From an optimization exercise on the open Yosys and OpenROAD flow, aimed at a short achievable clock period and few clock cycles; shortcuts taken in it are not production practice.
The RTL was checked by simulation tests, not by an equivalence proof against the original design.
No driver is modelled on the clock port, so clocking that relies on it looks cheaper here than on a real chip.
Power figures rest on the tool's default switching activity, not on a simulated workload.

===== design/flow/flow/run.sh =====
#!/bin/bash
# Own layout flow: the standard ORFS flow (standard.sh), with these changes:
#  - synthesis leaves adders to ABC instead of mapping them to full/half-adder cells
#    (ADDER_MAP_FILE empty); registers are synthesized exactly as in the standard flow;
#  - ORFS's timing repair does not clone gates (SKIP_GATE_CLONING=1);
#  - at the end of the CTS step (ORFS hook POST_CTS_TCL), flow/post_cts.tcl resizes gates
#    on the port buffers and on the worst setup paths (flow/size.tcl), runs ORFS's slew
#    and load repair, and legalizes the placement again;
#  - at the end of the global route step (ORFS hook POST_GLOBAL_ROUTE_TCL),
#    flow/post_grt.tcl runs ORFS's slew and load repair once more.
# Each ORFS step writes its full log under orfs/logs/; this script's output goes to
# flow_run.log.
set -euo pipefail
here=$(pwd)
bash standard.sh finish ADDER_MAP_FILE= SKIP_GATE_CLONING=1 \
  POST_CTS_TCL="$here/flow/post_cts.tcl" POST_GLOBAL_ROUTE_TCL="$here/flow/post_grt.tcl" \
  > "$here/flow_run.log" 2>&1

===== design/flow/flow/post_cts.tcl =====
# Runs at the end of ORFS's CTS step (POST_CTS_TCL): greedy gate sizing on the worst setup
# paths, then ORFS's own slew and load repair, then legalize the placement again.
source [file join [file dirname [info script]] size.tcl]
estimate_parasitics -placement
puts "post_cts: worst slack before sizing [format %.3f [expr {[sta::worst_slack_cmd max] * 1e9}]] ns,\
      slew/load violations [size_drv]"
set margin [expr {[info exists ::env(SETUP_SLACK_MARGIN)] ? $::env(SETUP_SLACK_MARGIN) : 0.0}]
size_ports sky130_fd_sc_hd__buf_8 sky130_fd_sc_hd__buf_12
size_batch 400 [expr {$margin * 1e-9}] 900 8 12
repair_design_helper
detailed_placement
check_placement -verbose
estimate_parasitics -placement
puts "post_cts: worst slack after sizing [format %.3f [expr {[sta::worst_slack_cmd max] * 1e9}]] ns,\
      slew/load violations [size_drv]"

===== design/flow/flow/post_grt.tcl =====
# Runs at the end of ORFS's global route step (POST_GLOBAL_ROUTE_TCL): ORFS's slew and load
# repair once more, after the step's own timing repair, with the placement legalized and
# the changed nets routed again, and the route guides written again.
estimate_parasitics -global_routing
puts "post_grt: slew/load violations before [expr {[sta::max_slew_violation_count] + [sta::max_capacitance_violation_count]}]"
repair_design_helper
global_route -start_incremental
detailed_placement
global_route -end_incremental
estimate_parasitics -global_routing
puts "post_grt: slew/load violations after [expr {[sta::max_slew_violation_count] + [sta::max_capacitance_violation_count]}],\
      worst slack [format %.3f [expr {[sta::worst_slack_cmd max] * 1e9}]] ns"
write_guides $::env(RESULTS_DIR)/route.guide

===== design/flow/flow/size.tcl =====
# Greedy gate sizing of the port buffers and along the worst setup paths.
#
# Each round takes the k worst endpoints still open and, on each one's path, moves one
# combinational cell (the one of the slowest stage not yet tried for that endpoint) to the
# next drive strength of its own function; buffers and inverters may also become plain
# buf/inv cells. Parasitics are estimated again, and a change is kept only if its endpoint
# got better, the worst slack did not get worse and no slew or load limit broke. Only cell
# sizes change: the netlist's connections and its registers stay as they are.

proc size_variants {cell} {
  if {![regexp {^sky130_fd_sc_hd__(.+)_([0-9]+)$} $cell -> fn drive]} {
    return {}
  }
  if {[regexp {^(buf|clkbuf|clkdlybuf4s[0-9]+|dlygate4sd[0-9]|dlymetal6s[0-9]s|bufbuf)$} $fn]} {
    set fams {buf clkbuf}
  } elseif {[regexp {^(inv|clkinv|clkinvlp)$} $fn]} {
    set fams {inv clkinv}
  } else {
    set fams [list $fn]
  }
  set out {}
  foreach f $fams {
    foreach lc [get_lib_cells sky130_fd_sc_hd__${f}_*] {
      set n [get_name $lc]
      if {[regexp "^sky130_fd_sc_hd__${f}_\[0-9\]+\$" $n] && $n ne $cell} {
        lappend out $n
      }
    }
  }
  return $out
}

proc size_endpoint_slack {pin} {
  set pes [find_timing_paths -path_delay max -to $pin -group_path_count 1]
  if {[llength $pes] == 0} { return 1.0 }
  return [[lindex $pes 0] slack]
}

proc size_wns {} {
  return [sta::worst_slack_cmd max]
}

# max slew plus max capacitance violations
proc size_drv {} {
  return [expr {[sta::max_slew_violation_count] + [sta::max_capacitance_violation_count]}]
}

# the next drive strength up in a cell's own function, or "" at the largest
proc size_next_up {cell} {
  if {![regexp {^sky130_fd_sc_hd__(.+)_([0-9]+)$} $cell -> fn drive]} { return "" }
  set best ""
  set bd 1000
  foreach v [size_variants $cell] {
    regexp {_([0-9]+)$} $v -> d
    if {[regexp "^sky130_fd_sc_hd__${fn}_" $v] && $d > $drive && $d < $bd} {
      set best $v
      set bd $d
    }
  }
  if {$best eq "" && [regexp {^(clkdlybuf4s[0-9]+|dlygate4sd[0-9]|dlymetal6s[0-9]s|bufbuf)$} $fn]} {
    set best sky130_fd_sc_hd__buf_4
  }
  return $best
}

proc size_stages {pe} {
  set arr [dict create]
  foreach pin [[$pe path] pins] {
    set inst [$pin instance]
    if {$inst eq "NULL"} { continue }
    set iname [get_full_name $inst]
    if {$iname eq ""} { continue }
    set a [expr {max([get_property $pin arrival_max_rise], [get_property $pin arrival_max_fall])}]
    dict lappend arr $iname $a
  }
  set stages {}
  dict for {iname as} $arr {
    if {[llength $as] < 2} { continue }
    if {[catch {get_property [get_cells $iname] ref_name} cur]} { continue }
    # registers, latches and the clock tree keep their cells
    if {[regexp {__(df|edf|sdf|dl|sdl|sedf)} $cur] || [regexp {^clk} $iname]} { continue }
    set d [expr {abs([lindex $as 0] - [lindex $as 1])}]
    lappend stages [list $d $iname $cur]
  }
  return [lsort -real -decreasing -index 0 $stages]
}

proc size_batch {max_rounds target max_seconds {k 8} {n_try 4}} {
  set tried [dict create]
  set n_kept 0
  # after a round that made the worst slack worse, changes go one at a time for a while
  set k_cur $k
  set solo 0
  set t0 [clock seconds]
  for {set r 0} {$r < $max_rounds} {incr r} {
    if {[clock seconds] - $t0 > $max_seconds} { break }
    set w0 [size_wns]
    set v0 [size_drv]
    if {$solo > 0} { incr solo -1; set k_cur 1 } else { set k_cur $k }
    set changes {}
    set used [dict create]
    foreach pe [find_timing_paths -path_delay max -group_path_count 200 \
                  -endpoint_path_count 1 -sort_by_slack] {
      if {[$pe slack] >= $target || [llength $changes] >= $k_cur} { break }
      set ep_pin [$pe pin]
      set ep [get_full_name $ep_pin]
      set nt [expr {[dict exists $tried $ep] ? [dict get $tried $ep] : 0}]
      if {$nt >= $n_try} { continue }
      set idx 0
      set pick {}
      foreach st [size_stages $pe] {
        lassign $st d iname cur
        if {[dict exists $used $iname]} { continue }
        set v [size_next_up $cur]
        if {$v eq ""} { continue }
        if {$idx == $nt} { set pick [list $iname $cur $v]; break }
        incr idx
      }
      if {[llength $pick] == 0} { dict set tried $ep $n_try; continue }
      dict set used [lindex $pick 0] 1
      lappend changes [list $ep_pin $ep [$pe slack] {*}$pick]
    }
    if {[llength $changes] == 0} { break }
    foreach c $changes { replace_cell [lindex $c 3] [lindex $c 5] }
    estimate_parasitics -placement
    set kept {}
    set reverted 0
    foreach c $changes {
      lassign $c ep_pin ep s0 iname cur v
      if {[size_endpoint_slack $ep_pin] <= $s0 + 1e-12} {
        replace_cell $iname $cur
        dict incr tried $ep
        incr reverted
      } else {
        lappend kept $c
      }
    }
    if {$reverted > 0} { estimate_parasitics -placement }
    if {[llength $kept] > 0 && ([size_wns] < $w0 - 1e-12 || [size_drv] > $v0)} {
      # the worst slack got worse, or a slew or load limit is now broken: undo this round;
      # a lone change is set aside for good, a round of several is tried again one change
      # at a time
      foreach c $kept {
        lassign $c ep_pin ep s0 iname cur v
        replace_cell $iname $cur
        if {[llength $kept] == 1} { dict incr tried $ep }
      }
      estimate_parasitics -placement
      if {[llength $kept] > 1} { set solo [expr {2 * [llength $kept]}] }
      set kept {}
    }
    incr n_kept [llength $kept]
    set reverted [expr {[llength $changes] - [llength $kept]}]
    puts "size_batch: round $r, [llength $changes] tried, [expr {[llength $changes] - $reverted}] kept,\
          worst slack [format %.3f [expr {[size_wns] * 1e9}]] ns"
  }
  puts "size_batch: $n_kept cells resized in [expr {[clock seconds] - $t0}] s,\
        worst slack [format %.3f [expr {[size_wns] * 1e9}]] ns"
}

# Port buffers: every buffer that drives an output port, or that an input port drives, and is
# a delay cell or a weak buffer, is tried as a plain buffer of the given strength; a change
# stays if the worst slack through its port got better and the overall worst slack and the
# slew and load limits are no worse.
proc size_ports {out_cell in_cell} {
  set w0 [size_wns]
  set v0 [size_drv]
  set tries {}
  foreach port [get_ports *] {
    set pname [get_full_name $port]
    if {[get_property $port direction] eq "output"} {
      set want $out_cell
      set pins [get_pins -quiet -of_objects [get_nets -quiet $pname] -filter "direction == output"]
    } else {
      set want $in_cell
      set pins [get_pins -quiet -of_objects [get_nets -quiet $pname] -filter "direction == input"]
    }
    foreach pin $pins {
      set inst [get_cells -of_objects $pin]
      set iname [get_full_name $inst]
      if {[regexp {^clk} $iname]} { continue }
      set cur [get_property $inst ref_name]
      if {![regexp {__(buf_[124]|dlygate4sd[0-9]_[0-9]|clkdlybuf4s[0-9]+_[0-9]|clkbuf_[124]|dlymetal6s[0-9]s_[0-9])$} $cur]} {
        continue
      }
      set pes [find_timing_paths -path_delay max -through $port -group_path_count 1]
      if {[llength $pes] == 0} { continue }
      lappend tries [list $iname $cur $port [[lindex $pes 0] slack]]
    }
  }
  foreach t $tries {
    lassign $t iname cur port s0
    replace_cell $iname [expr {[get_property $port direction] eq "output" ? $out_cell : $in_cell}]
  }
  estimate_parasitics -placement
  set n 0
  foreach t $tries {
    lassign $t iname cur port s0
    set pes [find_timing_paths -path_delay max -through $port -group_path_count 1]
    if {[llength $pes] == 0 || [[lindex $pes 0] slack] < $s0} {
      replace_cell $iname $cur
    } else {
      incr n
    }
  }
  estimate_parasitics -placement
  if {[size_wns] < $w0 - 1e-12 || [size_drv] > $v0} {
    foreach t $tries { replace_cell [lindex $t 0] [lindex $t 1] }
    estimate_parasitics -placement
    set n 0
  }
  puts "size_ports: $n of [llength $tries] port buffers changed,\
        worst slack [format %.3f [expr {[size_wns] * 1e9}]] ns"
}

===== design/flow/standard.sh =====
#!/bin/bash
# synth_recipe.tcl (not shown) runs the flow's synth.tcl, then flattens the netlist and writes it again
# the make line also repeats each setting of config.mk as NAME=value (left out here)
make -C /OpenROAD-flow-scripts/flow DESIGN_CONFIG=/design/flow/config.mk WORK_HOME=/design/flow/orfs CLKGATE_MAP_FILE= SYNTH_SCRIPT=/design/flow/synth_recipe.tcl "${@:-finish}"

===== design/flow/config.mk =====
export PLATFORM = sky130hd
export DESIGN_NAME = core_mc
export DESIGN_NICKNAME = core_mc
export VERILOG_FILES = /design/flow/design.v
export SDC_FILE = /design/flow/constraint.sdc
export NUM_CORES = 8
export LEC_CHECK = 0
export CAP_MARGIN = 20
export CORE_MARGIN = 2
export CORE_UTILIZATION = 45
export PLACE_DENSITY = 0.6
export SETUP_SLACK_MARGIN = 4.5
export SLEW_MARGIN = 20

===== design/flow/constraint.sdc =====
create_clock -name core_clock -period 10.0 [get_ports {clk}]
set_input_delay 2.0000 -clock core_clock [delete_from_list [all_inputs] [get_ports {clk}]]
set_output_delay 2.0000 -clock core_clock [all_outputs]
set_load 0.01 [all_outputs]

===== design/flow/design.v =====
module core_mc (
  input  logic        clk,
  input  logic        reset,
  output logic        mem_req,
  output logic        mem_we,
  output logic [31:0] mem_addr,
  output logic [31:0] mem_wdata,
  input  logic [31:0] mem_rdata,
  input  logic        mem_ready,
  output logic [31:0] pc_o,
  output logic        retire,
  output logic        halted,
  input  logic [4:0]  dbg_sel,
  output logic [31:0] dbg_data
);
  function automatic logic [31:0] add32(input logic [31:0] x, input logic [31:0] y,
                                        input logic ci);
    logic [31:0] g, p, gg, pp;
    g     = x & y;
    p     = x ^ y;
    gg    = g;
    pp    = p;
    gg[0] = g[0] | (p[0] & ci);
    for (int d = 1; d < 32; d = d * 2) begin
      for (int i = 31; i >= d; i--) begin
        gg[i] = gg[i] | (pp[i] & gg[i-d]);
        pp[i] = pp[i] & pp[i-d];
      end
    end
    add32 = p ^ {gg[30:0], ci};
  endfunction
  localparam int CW = 6;     
  localparam int PW = 40;    
  logic [31:0] r_regs [1:31];
  logic [31:0] r_ir;       
  logic [31:0] r_pc;       
  logic [31:0] r_pc4;      
  logic [31:0] r_pc8;      
  logic [31:0] r_tgt;      
  logic [31:0] r_a, r_b;   
  logic [31:0] r_b2;       
  logic        r_cin;      
  logic [11:0]  r_mlo;
  logic [31:12] r_mhi, r_minc, r_mdec;
  logic         r_mse, r_msi;   
  logic [31:0]  r_ma;
  logic        r_mav;
  logic        r_ev;       
  logic        r_halt;
  logic        r_mem;      
  logic        r_lw, r_sw, r_jal;
  logic [3:0]  r_xg;       
  logic [1:0]  r_xh;
  logic        r_teq, r_tne;
  logic        r_beq, r_bne;
  logic        r_ill;      
  logic        r_jmis;     
  logic        r_bmis;     
  logic        r_pcj;      
  logic        r_spf;      
  logic        r_wra;      
  logic        r_wrl;      
  logic        r_fand, r_for, r_fxor, r_fslt;
  logic [31:0]        c_data [1<<CW];
  logic [10-CW:0]     c_tag  [1<<CW];
  logic [(1<<CW)-1:0] c_val;
  logic [31:0]        c_next;   
  logic               c_nhit;
  logic        r_fv;       
  logic [10:2] r_fa;
  logic [31:0] r_fd;
  logic [31:0] r_pf;       
  logic        r_pfw;      
  logic q_exm, q_we, q_pc, q_ma, q_pcj, q_retm, q_pfn;
  logic a_nm, a_spf, a_nmx, a_hn0, a_bmis, a_blk;
  logic [4:0] rd;
  assign rd = r_ir[11:7];
  assign r_ma = {r_mse ? r_mhi : (r_msi ? r_minc : r_mdec), r_mlo};
  logic [31:0] sum, alu;
  logic        slt;
  assign sum = add32(r_a, r_b2, r_cin);
  assign slt = (r_a[31] ^ r_b[31]) ? r_a[31] : sum[31];
  always_comb begin
    if (r_jal)        alu = r_pc4;
    else if (r_fand)  alu = r_a & r_b;
    else if (r_for)   alu = r_a | r_b;
    else if (r_fxor)  alu = r_a ^ r_b;
    else if (r_fslt)  alu = {31'd0, slt};
    else              alu = sum;
  end
  logic        eq, tkb, tk;
  assign eq  = ~|r_xg;
  assign tkb = eq ? r_beq : r_bne;
  assign tk  = r_jal | tkb;
  logic        halt_now, stop, ex_mem, mem_go, use_c, w_wr, c_clr;
  logic [31:0] nf, nf4, nf8, wval, tgt4, tgt8, pc12;
  assign halt_now = a_hn0 | (a_bmis & tkb);   
  assign stop     = r_halt | halt_now;
  assign ex_mem   = q_exm;                    
  assign mem_go   = ex_mem & r_mav & ~r_pfw;
  assign use_c    = a_spf & ~tk;              
  assign tgt4     = add32(r_tgt, 32'd4, 1'b0);
  assign tgt8     = add32(r_tgt, 32'd8, 1'b0);
  assign pc12     = add32(r_pc8, 32'd4, 1'b0);
  assign nf       = ~r_ev ? r_pc  : (tk ? r_tgt : r_pc4);
  assign nf4      = ~r_ev ? r_pc4 : (tk ? tgt4  : r_pc8);
  assign nf8      = ~r_ev ? r_pc8 : (tk ? tgt8  : pc12);
  assign wval     = r_lw ? mem_rdata : alu;
  assign w_wr     = ~r_pfw & ((r_ev & r_wra) | (mem_go & mem_ready & r_wrl));
  assign c_clr    = mem_go & r_sw & mem_ready & (r_ma[31:11] == 21'd0);
  logic [31:0] addr_n;
  assign addr_n = ({32{q_pfn}} & r_pf) | ({32{q_pc}} & r_pc) | ({32{q_ma}} & r_ma) |
                  ({32{a_nmx}} & r_pc4);
  logic tk_o, stop_o;
  assign tk_o   = ~|r_xh ? r_teq : r_tne;
  assign stop_o = r_halt | a_hn0 | (a_bmis & tk_o);
  assign mem_req   = ~reset & (r_pfw | (~stop_o & ~a_blk));
  assign mem_we    = ~reset & q_we;
  assign mem_addr  = (a_nm & tk_o) ? r_tgt : addr_n;
  assign mem_wdata = r_b;
  assign retire    = (a_nm & ~stop_o) | (q_retm & mem_ready);
  assign halted    = stop_o;
  assign pc_o      = q_pcj ? r_tgt : r_pc;
  logic [31:0] rf [32];
  always_comb begin
    rf[0] = 32'd0;
    for (int i = 1; i < 32; i++) rf[i] = r_regs[i];
  end
  logic [31:0] dg [8];
  always_comb begin
    for (int j = 0; j < 8; j++) dg[j] = rf[4*j + dbg_sel[1:0]];
    dbg_data = 32'd0;
    for (int j = 0; j < 8; j++) dbg_data = dbg_data | (dg[j] & {32{dbg_sel[4:2] == 3'(j)}});
  end
  logic       pf_ok, pf_req, pf_done, f_done, p_cached;
  logic [8:0] pf_dist, pf_ahead;
  assign pf_dist  = r_pf[10:2] - r_pc[10:2];
  assign pf_ok    = (r_pf[31:11] == 21'd0) && (pf_dist != 9'd0) && (pf_dist <= 9'(PW));
  assign pf_req   = r_pfw | (use_c & ~stop);
  assign pf_done  = pf_req & mem_ready;
  assign f_done   = ~r_pfw & ~stop & ~ex_mem & ~use_c & mem_ready;
  assign p_cached = c_val[r_pf[CW+1:2]] && (c_tag[r_pf[CW+1:2]] == r_pf[10:CW+2]);
  logic [8:0] pa_pc, pa_tg, pa_p4;
  assign pa_pc    = r_pf[10:2] - r_pc[10:2];
  assign pa_tg    = r_pf[10:2] - r_tgt[10:2];
  assign pa_p4    = r_pf[10:2] - r_pc4[10:2];
  assign pf_ahead = ~r_ev ? pa_pc : (tk ? pa_tg : pa_p4);
  always_ff @(posedge clk) begin
    if (r_fv) begin
      c_data[r_fa[CW+1:2]] <= r_fd;
      c_tag[r_fa[CW+1:2]]  <= r_fa[10:CW+2];
    end
  end
  always_ff @(posedge clk or posedge reset) begin
    if (reset)      c_val <= '0;
    else if (c_clr) c_val <= '0;
    else if (r_fv)  c_val[r_fa[CW+1:2]] <= 1'b1;
  end
  always_ff @(posedge clk or posedge reset) begin
    if (reset) begin
      r_fv  <= 1'b0;
      r_fa  <= '0;
      r_fd  <= 32'd0;
      r_pf  <= 32'd0;
      r_pfw <= 1'b0;
    end else begin
      r_fv  <= 1'b0;
      r_pfw <= pf_req & ~mem_ready;
      if (pf_done) begin
        if (pf_ok) begin
          r_fv <= 1'b1;
          r_fa <= r_pf[10:2];
          r_fd <= mem_rdata;
          r_pf <= r_pf + 32'd4;
        end
      end else if (f_done) begin
        r_fv <= (nf[31:11] == 21'd0);
        r_fa <= nf[10:2];
        r_fd <= mem_rdata;
        if (!((r_pf[31:11] == 21'd0) && (nf[31:11] == 21'd0) &&
              (pf_ahead != 9'd0) && (pf_ahead <= 9'(PW))))
          r_pf <= nf4;
      end else if (!pf_req && p_cached && pf_ok) begin
        r_pf <= r_pf + 32'd4;
      end
    end
  end
  logic        advance, load_next, sel_c;
  logic [31:0] ni;
  assign advance   = ~stop & ~r_pfw & (ex_mem ? (r_mav & mem_ready) : 1'b1);
  assign sel_c     = ex_mem | use_c;
  assign load_next = ex_mem ? (c_nhit & ~c_clr) : (use_c | mem_ready);
  assign ni        = sel_c ? c_next : mem_rdata;
  logic [31:0] x_w    [2];
  logic [31:0] x_ra   [2], x_rb [2], x_b2 [2], x_ma [2], x_boff [2];
  logic [31:12] x_minc [2], x_mdec [2];
  logic        x_mse  [2], x_msi [2];
  logic [3:0]  x_xg   [2];
  logic [1:0]  x_xh   [2];
  logic        x_cin  [2], x_mav [2], x_mem [2], x_lw [2], x_sw [2], x_jal [2];
  logic        x_beq  [2], x_bne [2], x_ill [2], x_jmis [2], x_bmis [2];
  logic        x_pcj  [2], x_wra [2], x_wrl [2];
  logic        x_fand [2], x_for [2], x_fxor [2], x_fslt [2];
  assign x_w[0] = c_next;
  assign x_w[1] = mem_rdata;
  for (genvar s = 0; s < 2; s++) begin : g_src
    logic [31:0] w;
    assign w = x_w[s];
    logic [6:0] n_opc, n_f7;
    logic [2:0] n_f3;
    logic [4:0] n_rd, n_rs1, n_rs2;
    assign n_opc = w[6:0];
    assign n_f3  = w[14:12];
    assign n_f7  = w[31:25];
    assign n_rd  = w[11:7];
    assign n_rs1 = w[19:15];
    assign n_rs2 = w[24:20];
    logic n_r, n_sub, n_addi, n_lw, n_sw, n_beq, n_bne, n_jal, n_ill;
    assign n_sub  = (n_f7 == 7'h20) && (n_f3 == 3'b000);
    assign n_r    = (n_opc == 7'b0110011) &&
                    (((n_f7 == 7'h00) && (n_f3 == 3'b000 || n_f3 == 3'b111 || n_f3 == 3'b110 ||
                                          n_f3 == 3'b100 || n_f3 == 3'b010)) || n_sub);
    assign n_addi = (n_opc == 7'b0010011) && (n_f3 == 3'b000);
    assign n_lw   = (n_opc == 7'b0000011) && (n_f3 == 3'b010);
    assign n_sw   = (n_opc == 7'b0100011) && (n_f3 == 3'b010);
    assign n_beq  = (n_opc == 7'b1100011) && (n_f3 == 3'b000);
    assign n_bne  = (n_opc == 7'b1100011) && (n_f3 == 3'b001);
    assign n_jal  = (n_opc == 7'b1101111);
    assign n_ill  = ~(n_r | n_addi | n_lw | n_sw | n_beq | n_bne | n_jal);
    logic [31:0] imm_i, imm_ls;
    assign imm_i     = {{20{w[31]}}, w[31:20]};
    assign imm_ls    = w[5] ? {{20{w[31]}}, w[31:25], w[11:7]} : imm_i;
    assign x_boff[s] = w[2] ? {{12{w[31]}}, w[19:12], w[20], w[30:21], 1'b0}
                            : {{20{w[31]}}, w[7], w[30:25], w[11:8], 1'b0};
    logic [31:0] fa, fb, ra, rb;
    logic [31:0] ga [8], gb [8];
    always_comb begin
      for (int j = 0; j < 8; j++) begin
        ga[j] = rf[4*j + n_rs1[1:0]];
        gb[j] = rf[4*j + n_rs2[1:0]];
      end
      fa = 32'd0;
      fb = 32'd0;
      for (int j = 0; j < 8; j++) begin
        fa = fa | (ga[j] & {32{n_rs1[4:2] == 3'(j)}});
        fb = fb | (gb[j] & {32{n_rs2[4:2] == 3'(j)}});
      end
    end
    logic [31:12] fa_inc, fa_dec, ma_hi;
    logic [31:0]  ma_lo, inc_t, dec_t;
    assign inc_t  = add32({12'd0, fa[31:12]}, 32'd1, 1'b0);
    assign dec_t  = add32({12'd0, fa[31:12]}, 32'hfffff, 1'b0);
    assign fa_inc = inc_t[19:0];
    assign fa_dec = dec_t[19:0];
    assign ma_lo  = add32({20'd0, fa[11:0]}, {20'd0, imm_ls[11:0]}, 1'b0);
    assign ma_hi = fa[31:12];
    logic byp_a, byp_b;
    assign byp_a = w_wr && (rd == n_rs1);
    assign byp_b = w_wr && (rd == n_rs2);
    assign ra    = byp_a ? wval : fa;
    assign rb    = byp_b ? wval : fb;
    logic n_subslt;
    assign n_subslt = n_sub | (n_f3 == 3'b010);
    assign x_ra[s]   = ra;
    assign x_rb[s]   = rb;
    assign x_b2[s]   = n_r ? (n_subslt ? ~rb : rb) : imm_i;
    assign x_cin[s]  = n_r & n_subslt;
    assign x_ma[s]   = {ma_hi, ma_lo[11:0]};
    assign x_minc[s] = fa_inc;
    assign x_mdec[s] = fa_dec;
    assign x_mse[s]  = (ma_lo[12] == imm_ls[11]);
    assign x_msi[s]  = ma_lo[12];
    assign x_mav[s]  = ~byp_a;
    assign x_mem[s]  = n_lw | n_sw;
    assign x_lw[s]   = n_lw;
    assign x_sw[s]   = n_sw;
    assign x_jal[s]  = n_jal;
    logic [31:0] xd;
    assign xd        = ra ^ rb;
    assign x_xg[s]   = {|xd[31:24], |xd[23:16], |xd[15:8], |xd[7:0]};
    assign x_xh[s]   = {|xd[31:16], |xd[15:0]};
    assign x_beq[s]  = n_beq;
    assign x_bne[s]  = n_bne;
    assign x_ill[s]  = n_ill;
    assign x_jmis[s] = n_jal & w[21];
    assign x_bmis[s] = w[8];
    assign x_pcj[s]  = n_jal & ~w[21];
    assign x_wra[s]  = (n_r | n_addi | (n_jal & ~w[21])) & (n_rd != 5'd0);
    assign x_wrl[s]  = n_lw & (n_rd != 5'd0);
    assign x_fand[s] = n_r & (n_f3 == 3'b111);
    assign x_for[s]  = n_r & (n_f3 == 3'b110);
    assign x_fxor[s] = n_r & (n_f3 == 3'b100);
    assign x_fslt[s] = n_r & (n_f3 == 3'b010);
  end
  logic        sx;
  logic [31:0] n_ra, n_rb, n_b2, n_ma, boff;
  logic [31:12] n_minc, n_mdec;
  logic        n_mse, n_msi;
  logic [3:0]  n_xg;
  logic [1:0]  n_xh;
  logic        n_cin, n_mav, n_mem, n_lw, n_sw, n_jal, n_pcj, n_wra, n_wrl;
  logic        n_beq, n_bne, n_ill, n_jmis, n_bmis;
  logic        n_fand, n_for, n_fxor, n_fslt;
  assign sx     = ~sel_c;
  assign n_ra   = x_ra[sx];
  assign n_rb   = x_rb[sx];
  assign n_b2   = x_b2[sx];
  assign n_ma   = x_ma[sx];
  assign n_minc = x_minc[sx];
  assign n_mdec = x_mdec[sx];
  assign n_mse  = x_mse[sx];
  assign n_msi  = x_msi[sx];
  assign boff   = x_boff[sx];
  assign n_cin  = x_cin[sx];
  assign n_mav  = x_mav[sx];
  assign n_mem  = x_mem[sx];
  assign n_lw   = x_lw[sx];
  assign n_sw   = x_sw[sx];
  assign n_jal  = x_jal[sx];
  assign n_xg   = x_xg[sx];
  assign n_xh   = x_xh[sx];
  assign n_beq  = x_beq[sx];
  assign n_bne  = x_bne[sx];
  assign n_ill  = x_ill[sx];
  assign n_jmis = x_jmis[sx];
  assign n_bmis = x_bmis[sx];
  assign n_pcj  = x_pcj[sx];
  assign n_wra  = x_wra[sx];
  assign n_wrl  = x_wrl[sx];
  assign n_fand = x_fand[sx];
  assign n_for  = x_for[sx];
  assign n_fxor = x_fxor[sx];
  assign n_fslt = x_fslt[sx];
  logic [31:0]   cand [3];
  logic [31:0]   cword [3];
  logic          chit [3];
  logic          nhit;
  logic [31:0]   nword;
  assign cand[0] = r_pc4;
  assign cand[1] = tgt4;
  assign cand[2] = r_pc8;
  for (genvar k = 0; k < 3; k++) begin : g_look
    logic [CW-1:0] idx;
    logic          c_pf, c_fill;
    assign idx      = cand[k][CW+1:2];
    assign c_pf     = pf_done && pf_ok && (r_pf == cand[k]);
    assign c_fill   = r_fv && (r_fa[CW+1:2] == idx);
    assign cword[k] = c_pf ? mem_rdata : (c_fill ? r_fd : c_data[idx]);
    assign chit[k]  = (cand[k][31:11] == 21'd0) &&
                      (c_pf || (c_fill ? (r_fa[10:CW+2] == cand[k][10:CW+2])
                                       : (c_val[idx] && (c_tag[idx] == cand[k][10:CW+2]))));
  end
  assign nword = ~r_ev ? cword[0] : (tk ? cword[1] : cword[2]);
  assign nhit  = ~c_clr && (~r_ev ? chit[0] : (tk ? chit[1] : chit[2]));
  logic [31:0] ntgt;
  logic [31:0] tg_pc, tg_tg, tg_p4;
  assign tg_pc = add32(r_pc, boff, 1'b0);
  assign tg_tg = add32(r_tgt, boff, 1'b0);
  assign tg_p4 = add32(r_pc4, boff, 1'b0);
  assign ntgt  = ~r_ev ? tg_pc : (tk ? tg_tg : tg_p4);
  logic ld;
  logic d_ev, d_pfw, d_mem, d_mav, d_sw, d_spf, d_pcj, d_ill, d_jmis, d_bmis;
  assign ld     = advance & load_next;
  assign d_pfw  = pf_req & ~mem_ready;
  assign d_ev   = advance ? load_next : r_ev;
  assign d_mem  = ld ? n_mem : r_mem;
  assign d_sw   = ld ? n_sw : r_sw;
  assign d_spf  = ld ? (~n_mem & nhit) : r_spf;
  assign d_pcj  = ld ? n_pcj : r_pcj;
  assign d_ill  = ld ? n_ill : r_ill;
  assign d_jmis = ld ? n_jmis : r_jmis;
  assign d_bmis = ld ? (n_bmis & (n_beq | n_bne)) : r_bmis;
  assign d_mav  = (ex_mem & ~r_mav & ~r_pfw & ~halt_now) ? 1'b1 : (ld ? n_mav : r_mav);
  always_ff @(posedge clk or posedge reset) begin
    if (reset) begin
      q_exm  <= 1'b0;
      q_we   <= 1'b0;
      q_pc   <= 1'b1;
      q_ma   <= 1'b0;
      q_pcj  <= 1'b0;
      q_retm <= 1'b0;
      q_pfn  <= 1'b0;
      a_nm   <= 1'b0;
      a_spf  <= 1'b0;
      a_nmx  <= 1'b0;
      a_hn0  <= 1'b0;
      a_bmis <= 1'b0;
      a_blk  <= 1'b0;
    end else begin
      q_exm  <= d_ev & d_mem;
      q_we   <= ~d_pfw & d_ev & d_mem & d_mav & d_sw;
      q_pc   <= ~d_pfw & ~d_ev;
      q_ma   <= ~d_pfw & d_ev & d_mem;
      q_pcj  <= d_ev & d_pcj;
      q_retm <= ~d_pfw & d_ev & d_mem & d_mav;
      q_pfn  <= d_pfw | (d_ev & d_spf);
      a_nm   <= ~d_pfw & d_ev & ~d_mem;
      a_spf  <= ~d_pfw & d_ev & d_spf;
      a_nmx  <= ~d_pfw & d_ev & ~d_mem & ~d_spf;
      a_hn0  <= ~d_pfw & d_ev & (d_ill | d_jmis);
      a_bmis <= ~d_pfw & d_ev & d_bmis;
      a_blk  <= d_ev & d_mem & ~d_mav;
    end
  end
  always_ff @(posedge clk or posedge reset) begin
    if (reset) begin
      r_pc   <= 32'd0;
      r_pc4  <= 32'd4;
      r_pc8  <= 32'd8;
      r_tgt  <= 32'd0;
      r_ir   <= 32'd0;
      r_a    <= 32'd0;
      r_b    <= 32'd0;
      r_b2   <= 32'd0;
      r_cin  <= 1'b0;
      r_mlo  <= 12'd0;
      r_mhi  <= 20'd0;
      r_minc <= 20'd0;
      r_mdec <= 20'd0;
      r_mse  <= 1'b1;
      r_msi  <= 1'b0;
      r_mav  <= 1'b0;
      r_ev   <= 1'b0;
      r_halt <= 1'b0;
      r_mem  <= 1'b0;
      r_lw   <= 1'b0;
      r_sw   <= 1'b0;
      r_jal  <= 1'b0;
      r_xg   <= 4'd0;
      r_xh   <= 2'd0;
      r_teq  <= 1'b0;
      r_tne  <= 1'b0;
      r_beq  <= 1'b0;
      r_bne  <= 1'b0;
      r_ill  <= 1'b0;
      r_jmis <= 1'b0;
      r_bmis <= 1'b0;
      r_pcj  <= 1'b0;
      r_spf  <= 1'b0;
      r_wra  <= 1'b0;
      r_wrl  <= 1'b0;
      r_fand <= 1'b0;
      r_for  <= 1'b0;
      r_fxor <= 1'b0;
      r_fslt <= 1'b0;
      c_next <= 32'd0;
      c_nhit <= 1'b0;
    end else begin
      if (c_clr) c_nhit <= 1'b0;
      if (halt_now) begin
        r_halt <= 1'b1;
      end else if (ex_mem && !r_mav && !r_pfw) begin
        {r_mhi, r_mlo} <= add32(r_a, r_ir[5] ? {{20{r_ir[31]}}, r_ir[31:25], r_ir[11:7]}
                                             : {{20{r_ir[31]}}, r_ir[31:20]}, 1'b0);
        r_mse <= 1'b1;
        r_mav <= 1'b1;
      end else if (advance) begin
        r_ev  <= load_next;
        r_pc  <= nf;
        r_pc4 <= nf4;
        r_pc8 <= nf8;
        if (load_next) begin
          r_ir   <= ni;
          r_tgt  <= ntgt;
          r_a    <= n_ra;
          r_b    <= n_rb;
          r_b2   <= n_b2;
          r_cin  <= n_cin;
          r_mlo  <= n_ma[11:0];
          r_mhi  <= n_ma[31:12];
          r_minc <= n_minc;
          r_mdec <= n_mdec;
          r_mse  <= n_mse;
          r_msi  <= n_msi;
          r_mav  <= n_mav;
          r_mem  <= n_mem;
          r_lw   <= n_lw;
          r_sw   <= n_sw;
          r_jal  <= n_jal;
          r_xg   <= n_xg;
          r_xh   <= n_xh;
          r_teq  <= n_jal | n_beq;
          r_tne  <= n_jal | n_bne;
          r_beq  <= n_beq;
          r_bne  <= n_bne;
          r_ill  <= n_ill;
          r_jmis <= n_jmis;
          r_bmis <= n_bmis & (n_beq | n_bne);
          r_pcj  <= n_pcj;
          r_spf  <= ~n_mem & nhit;
          r_wra  <= n_wra;
          r_wrl  <= n_wrl;
          r_fand <= n_fand;
          r_for  <= n_for;
          r_fxor <= n_fxor;
          r_fslt <= n_fslt;
          c_next <= nword;
          c_nhit <= nhit;
        end
      end
    end
  end
  always_ff @(posedge clk or posedge reset) begin
    if (reset) begin
      for (int i = 1; i < 32; i++) r_regs[i] <= 32'd0;
    end else if (w_wr) begin
      r_regs[rd] <= wval;
    end
  end
endmodule

==> notes.md <==
latest clock arrival within the worst-skew pair 1130 ps; Async SR Flop Fraction 0.404; Synth Instances 17800; via count 191000; worst relative slew slack 0.0724; FF-to-FF path depth 16; sequential-to-total area share from yosys stat 0.435; Lkg Pwr 95.6 nW; status complete, no violations; IO Pins 172; Global Route Usage Sum 0.377; register share of total power 0.275; synthesized area per cell 13.6 um^2; Hold EP r_mhi[12]$_DFFE_PP0P_; final net count 17700; Design Power 90.5 mW; maximum vdd ir drop 0.000309 V; Final Util 0.518; die height 737 um; Hold WC Path Type flop to flop; final instance area 278000 um^2; R2R Path Start c_next[21]$_DFFE_PP0P_; initial core utilization 0.451; GRT overflow 0; CTS Sinks 3761; hold_sp r_mhi[12]$_DFFE_PP0P_; DRT Wirelength 1050000 um; Crit path buffers/inverters 6; final cell count without fillers 25200; Comb pwr share 0.540; critical path type input pin to output port; Post-synth EDFFs 2240; CP Launch Type input pin; core footprint 536000 um^2; Post-Syn Nets 17900; clk slew on worst S/H paths 60 ps; Sw Pwr 39.7 mW; Setup TNS Final 0 ps; critical path's slowest cell mux2_4; Horiz. Die Dim 737 um; Mapped Area 242000 um^2; Setup Viol. Count Final 0; Worst setup EP type output port; hold path depth 1; Final Max Tran Viols 0; Synth Flop Type edfxtp_1; Placement Setup Slack 1730 ps; Fillers 44500; Synth Warn # 41; Placer Congestion 0.975; clk_skew 129 ps; Power Dens Cells 326 nW/um^2; first-pass GRT wire length 1440000 um; Crit Path Max Fanout 8; TritonRoute pass-1 iters 11; DR vias/cell 7.56; row count 269; final setup margin 4080 ps; final worst path period need 5920 ps; Hold Slack 478 ps; FF+latch count, synth 3761; hpwl dp 614000 um; routed len/inst 41.7 um; delay-heaviest family, CP buffers and inverters; slew at the pin closest to its max-slew limit 1380 ps; Port Buffer Count 171; synth-to-layout area growth 14.7%; Largest stage delay, worst path 300 ps; Cell Count Post-Placement 23900; Initial DRC Count 34300; crit-path cells buf_16 -> buf_12 -> buf_16 -> buf_12 -> buf_4 -> mux2_4 -> a22oi_2 -> nor2_1 -> a21oi_2 -> nand4_4 -> buf_6; Worst Path Arrival 3920 ps; # DRC 0; fmax 169 MHz; pin count of the biggest net entering global routing 165; Clock power frac 0.185; ANT nets after route 0; die footprint 544000 um^2; CTS tree built; Reg-to-Reg End r_xh[1]$_DFFE_PP0P_; initial antenna violation count 59; post-synthesis cell type count 108; Pint 50.8 mW; final count of hold timing violations 0; vias in the first global route 178000; Tcrit/Tclk final 0.592; maxcap violations 0; Reg2Reg Setup Slack 4330 ps; Required @ worst endpoint 8000 ps; placed cell areas 252000 um^2; switch share 0.439; share of post-route cells with drive strength above 1 0.353
-- power by group through the flow --
stage	Sequential, mW	Clock [mW]	Combinational, mW
floorplan	22.8	0	30.8
global placement	24.9	0	44.3
detailed placement	25.1	0	44.5
finish	24.9	16.8	48.9
-- area by class of cell --
class / count / area (um^2) / share of cell area
diodes: 68 / 170 / 0.000613
clock buffers: 550 / 11600 / 0.0416
clock inverters: 241 / 3030 / 0.0109
inverters: 115 / 445 / 0.00160
multi-input cells: 12000 / 133000 / 0.478
flip-flops and latches: 3761 / 105000 / 0.380
well taps: 7181 / 8980 / 0.0324
repair buffers: 1284 / 15400 / 0.0553
-- placed cells by master, fill, tap and decap left out, types with 85 or more instances in the layout --
cell type     n
mux4_2     3471
edfxtp_1   2240
nand2_1    1950
dfrtp_1    1472
o21ai_0    1456
buf_4       711
nor2_1      701
a22oi_1     567
a21oi_1     476
clkbuf_16   431
xnor2_1     368
xor2_1      285
mux2_2      247
mux2i_1     246
buf_12      209
a31oi_1     183
nand3_1     149
nand4_1     142
buf_6       137
buf_8       133
inv_1       104
nor3_1      104
a22oi_2      88
o21a_1       85
clkbuf_1     85
-- synth_stat cells, types with 63 or more instances --
library cell,count,area share
nor4_1,67,0.0017
xnor2_1,373,0.013
nor2_1,784,0.012
and3_1,64,0.0017
o21a_1,87,0.0027
mux4_2,3472,0.32
a31oi_1,207,0.0054
a21oi_1,520,0.011
dfrtp_1,1517,0.16
nand2_1,2005,0.031
o22ai_1,65,0.0017
nor3_1,148,0.0031
mux2i_1,251,0.010
edfxtp_1,2240,0.28
a22oi_1,666,0.021
nand4_1,170,0.0044
o211ai_1,76,0.0024
nand3_1,154,0.0032
clkbuf_1,1385,0.021
buf_1,353,0.0055
maj3_1,63,0.0026
xor2_1,287,0.010
a211oi_1,76,0.0024
mux2_2,252,0.012
buf_2,83,0.0017
inv_1,108,0.0017
o21ai_0,1488,0.031
-- layer usage --
metal  part of all wire  up-vias  global-route usage
li1                   -    71600                   -
met1               0.34    97200               0.487
met5            0.00050        -            0.000874
met2               0.42    17700               0.519
met4              0.085       74               0.261
met3               0.16     4169               0.152
-- cell families after synthesis --
kind of cell    share of synthesized area
mux                                 0.345
flops                               0.435
simple gates                       0.0684
compound gates                     0.0907
buf+inv                            0.0331
xor+xnor                           0.0240
fa+ha+maj                         0.00316
-- sequential cells by signal, summed over array words and instances (netlist names), 64 cells and up --
| name | cells |
|---|---|
| c_data | 2048 |
| c_val | 64 |
| r_regs | 992 |
| c_tag | 192 |
-- how the worst max path moves through the flow --
stage	start	endpoint	slack [ps]	cells after the start
6_report	dbg_sel[1]	dbg_data[9]	4080	11
3_5_place_dp	mem_rdata[2]	r_tgt[24]$_DFFE_PP0P_	1730	17
3_3_place_gp	mem_rdata[2]	r_tgt[24]$_DFFE_PP0P_	1720	17
2_1_floorplan	reset	a_blk$_DFF_PP0_	-13060	1
Testbench counts, summed over its fixed seeds: cycles 49,914.

port drivers added, routing unchanged:
The flow's constraints put no driver on any port. The routed layout listed below was extracted and timed again, unchanged, in two steps.
Step 1 (the two cells are an assumption about what drives the block):
set clk [get_ports {clk}]
set_driving_cell -lib_cell sky130_fd_sc_hd__clkbuf_16 $clk
set_driving_cell -lib_cell sky130_fd_sc_hd__buf_2 [delete_from_list [all_inputs] $clk]
Step 2 moves the port delays by t, midway between the first and last clock arrival at a register: inputs arrive t later, outputs are due t later. That takes back most of the time a late clock gives input paths.
Three values: ideal, step 1, step 2; two values: the first two.
t, ns: 1.188
setup slack, ns: 4.084 / 4.024 / 3.068
worst setup path at the end: input to register
After both steps setup and hold are still met in this run. The setup slack of this run moves by -0.060 ns with the drivers and by -1.016 ns with both steps.
